Background: an optimization exercise with open tools, aiming at small area, a short achievable clock period and few clock cycles per item. Do not read the settings as production practice. The RTL was checked by simulation tests, not by an equivalence proof against the original design.

==> job 6815 <==
// bfu_dif_pipe
module bfu_dif_pipe (
  input  logic               clk,
  input  logic               rst,
  input  logic               in_valid,
  output logic               in_ready,
  input  logic               scale,
  input  logic signed [15:0] a_re,
  input  logic signed [15:0] a_im,
  input  logic signed [15:0] b_re,
  input  logic signed [15:0] b_im,
  input  logic signed [15:0] tw_re,
  input  logic signed [15:0] tw_im,
  output logic               out_valid,
  input  logic               out_ready,
  output logic signed [15:0] x_re,
  output logic signed [15:0] x_im,
  output logic signed [15:0] y_re,
  output logic signed [15:0] y_im
);
  logic en;
  assign en       = ~out_valid | out_ready;
  assign in_ready = en;
  logic n1, n2, n3, n4, n5, n6, n7, n8;
  logic n9, n10, n11, n12, n13, n14, n15, n16;
  logic n17, n18, n19, n20, n21, n22, n23, n24;
  logic n25, n26, n27, n28, n29, n30, n31, n32;
  logic n33, n34, n35, n36, n37, n38, n39, n40;
  logic n41, n42, n43, n44, n45, n46, n47, n48;
  logic n49, n50, n51, n52, n53, n54, n55, n56;
  logic n57, n58, n59, n60, n61, n62, n63, n64;
  logic n65, n66, n67, n68, n69, n70, n71, n72;
  logic n73, n74, n75, n76, n77, n78, n79, n80;
  logic n81, n82, n83, n84, n85, n86, n87, n88;
  logic n89, n90, n91, n92, n93, n94, n95, n96;
  logic n97, n98, n99, n100, n101, n102, n103, n104;
  logic n105, n106, n107, n108, n109, n110, n111, n112;
  logic n113, n114, n115, n116, n117, n118, n119, n120;
  logic n121, n122, n123, n124, n125, n126, n127, n128;
  logic n129, n130, n131, n132, n133, n134, n135, n136;
  logic n137, n138, n139, n140, n141, n142, n143, n144;
  logic n145, n146, n147, n148, n149, n150, n151, n152;
  logic n153, n154, n155, n156, n157, n158, n159, n160;
  logic n161, n162, n163, n164, n165, n166, n167, n168;
  logic n169, n170, n171, n172, n173, n174, n175, n176;
  logic n177, n178, n179, n180, n181, n182, n183, n184;
  logic n185, n186, n187, n188, n189, n190, n191, n192;
  logic n193, n194, n195, n196, n197, n198, n199, n200;
  ...
Settings: LEC_CHECK=0, ABC_AREA=1, CAP_MARGIN=20, CORE_MARGIN=2, CORE_UTILIZATION=60, SETUP_SLACK_MARGIN=4, SLEW_MARGIN=20, SYNTH_HIERARCHICAL=1; clock period 8.0 ns.
run.sh (not shown) runs the stock make flow with config.mk's settings and CLKGATE_MAP_FILE= SYNTH_SCRIPT=/design/flow/synth_recipe.tcl, a recipe that flattens the netlist after the stock synthesis.
==> job 3635 (differences from job 6815) <==
==> flow/flow/run.sh (new file) <==
#!/bin/bash
# Own layout flow: the standard flow (standard.sh: standard synthesis,
# floorplan, placement, CTS, routing, finish) with one change: the buffer that
# port buffering puts on every input and output port is
# sky130_fd_sc_hd__buf_2 instead of buffer_ports' default choice
# (clkdlybuf4s50_1, a slower and larger delay buffer).
cp standard.sh standard_sh.txt
export BUFFER_PORTS_ARGS="-buffer_cell sky130_fd_sc_hd__buf_2"
bash standard.sh > standard.log 2>&1
status=$?
grep -h "RSZ-002[78]" orfs/logs/*/*/*/3_3_place_gp.log > port_buffers.log 2>&1
exit $status
==> flow/standard.sh (new file) <==
#!/bin/bash
# synth_recipe.tcl (not shown) runs the flow's synth.tcl, then flattens the netlist and writes it again
# the make line also repeats each setting of config.mk as NAME=value (left out here)
make -C /OpenROAD-flow-scripts/flow DESIGN_CONFIG=/design/flow/config.mk WORK_HOME=/design/flow/orfs CLKGATE_MAP_FILE= SYNTH_SCRIPT=/design/flow/synth_recipe.tcl "${@:-finish}"
removed: flow/run.sh
==> job 9186 (differences from job 6815) <==
--- a/flow/config.mk
+++ b/flow/config.mk
@@ -10,4 +10,6 @@
 export CORE_MARGIN = 2
 export CORE_UTILIZATION = 60
+export CTS_CLUSTER_DIAMETER = 100
+export CTS_CLUSTER_SIZE = 20
 export SETUP_SLACK_MARGIN = 4
 export SLEW_MARGIN = 20
==> qor summary <==
item                                                                                             job 9186        job 6815        job 3635
Critical path data required time                                                                  8.37 ns         8.36 ns         8.34 ns
First-pass GRT wire length                                                                      188000 um       190000 um       189000 um
Critical path buffer and inverter count                                                                 3               3               0
Post-CTS clock slew at the launch and capture registers of the worst setup and hold paths         0.09 ns         0.07 ns         0.06 ns
Non-clk invs                                                                                          324             323             323
Placer Congestion                                                                                   0.943           0.943           0.963
Actual slew at the worst max-slew pin                                                             1.09 ns         1.30 ns         1.17 ns
Max Clk Rate                                                                                      249 MHz         252 MHz         252 MHz
Hold WS                                                                                          0.421 ns        0.417 ns        0.409 ns
Post-DP Area                                                                                   41800 um^2      41800 um^2      41000 um^2
Status                                                                                     finished clean  finished clean  finished clean
Global-route met2 utilization                                                                       58.7%           59.0%           57.6%
Minimum clock period after layout                                                                 4.01 ns         3.97 ns         3.97 ns
Final cell utilization of the core                                                                  67.6%           68.3%           66.5%
Max_slew headroom                                                                                   27.0%           12.8%           22.1%
FF+latch area                                                                                  11400 um^2      11400 um^2      11400 um^2
Met1 layer wirelength in the final routing                                                       45600 um        45800 um        46200 um
Antenna fix cells                                                                                       0               1               1
Via count of the first global-routing pass                                                          31.9k           32.4k           32.2k
Number of fill cells in the layout                                                                   5030            4974            5235
Wire length reported by the detailed router                                                     126000 um       126000 um       125000 um
Number of nets in the layout                                                                         4672            4683            4672
Testbench counts of job 6815, summed over its fixed seeds: cycles 12,024, items 12,000.
Testbench counts of job 3635, summed over its fixed seeds: cycles 12,024, items 12,000.
Testbench counts of job 9186, summed over its fixed seeds: cycles 12,024, items 12,000.

separate check: timing with driven ports:
No port has a modelled driver above. Below, the same layouts with a new extraction and two added sets of constraints.
Step 1: set_driving_cell puts a clkbuf_16 on clk and a buf_2 on each other input, an assumption about the parent block.
Step 2 also shifts input and output timing later by t, the mid clock arrival at the registers, as if the neighbouring blocks saw the same clock.
a / b / c = ideal / step 1 / step 2; a / b = the first two.
| run | t (ns) | slack for setup (ns) | hold WS [ns] |
|---|---|---|---|
| job 6815 | 0.665 | 4.028 / 4.028 / 3.551 | 0.417 / 0.417 / 0.417 |
| job 3635 | 0.663 | 4.027 / 4.027 / 3.595 | 0.409 / 0.409 / 0.409 |
| job 9186 | 0.692 | 3.991 / 3.991 / 3.515 | 0.421 / 0.421 / 0.421 |
After both steps every run listed still meets setup and hold. The setup slack of job 6815, which loses most, moves by 0.000 ns with the drivers and by -0.477 ns with both steps.
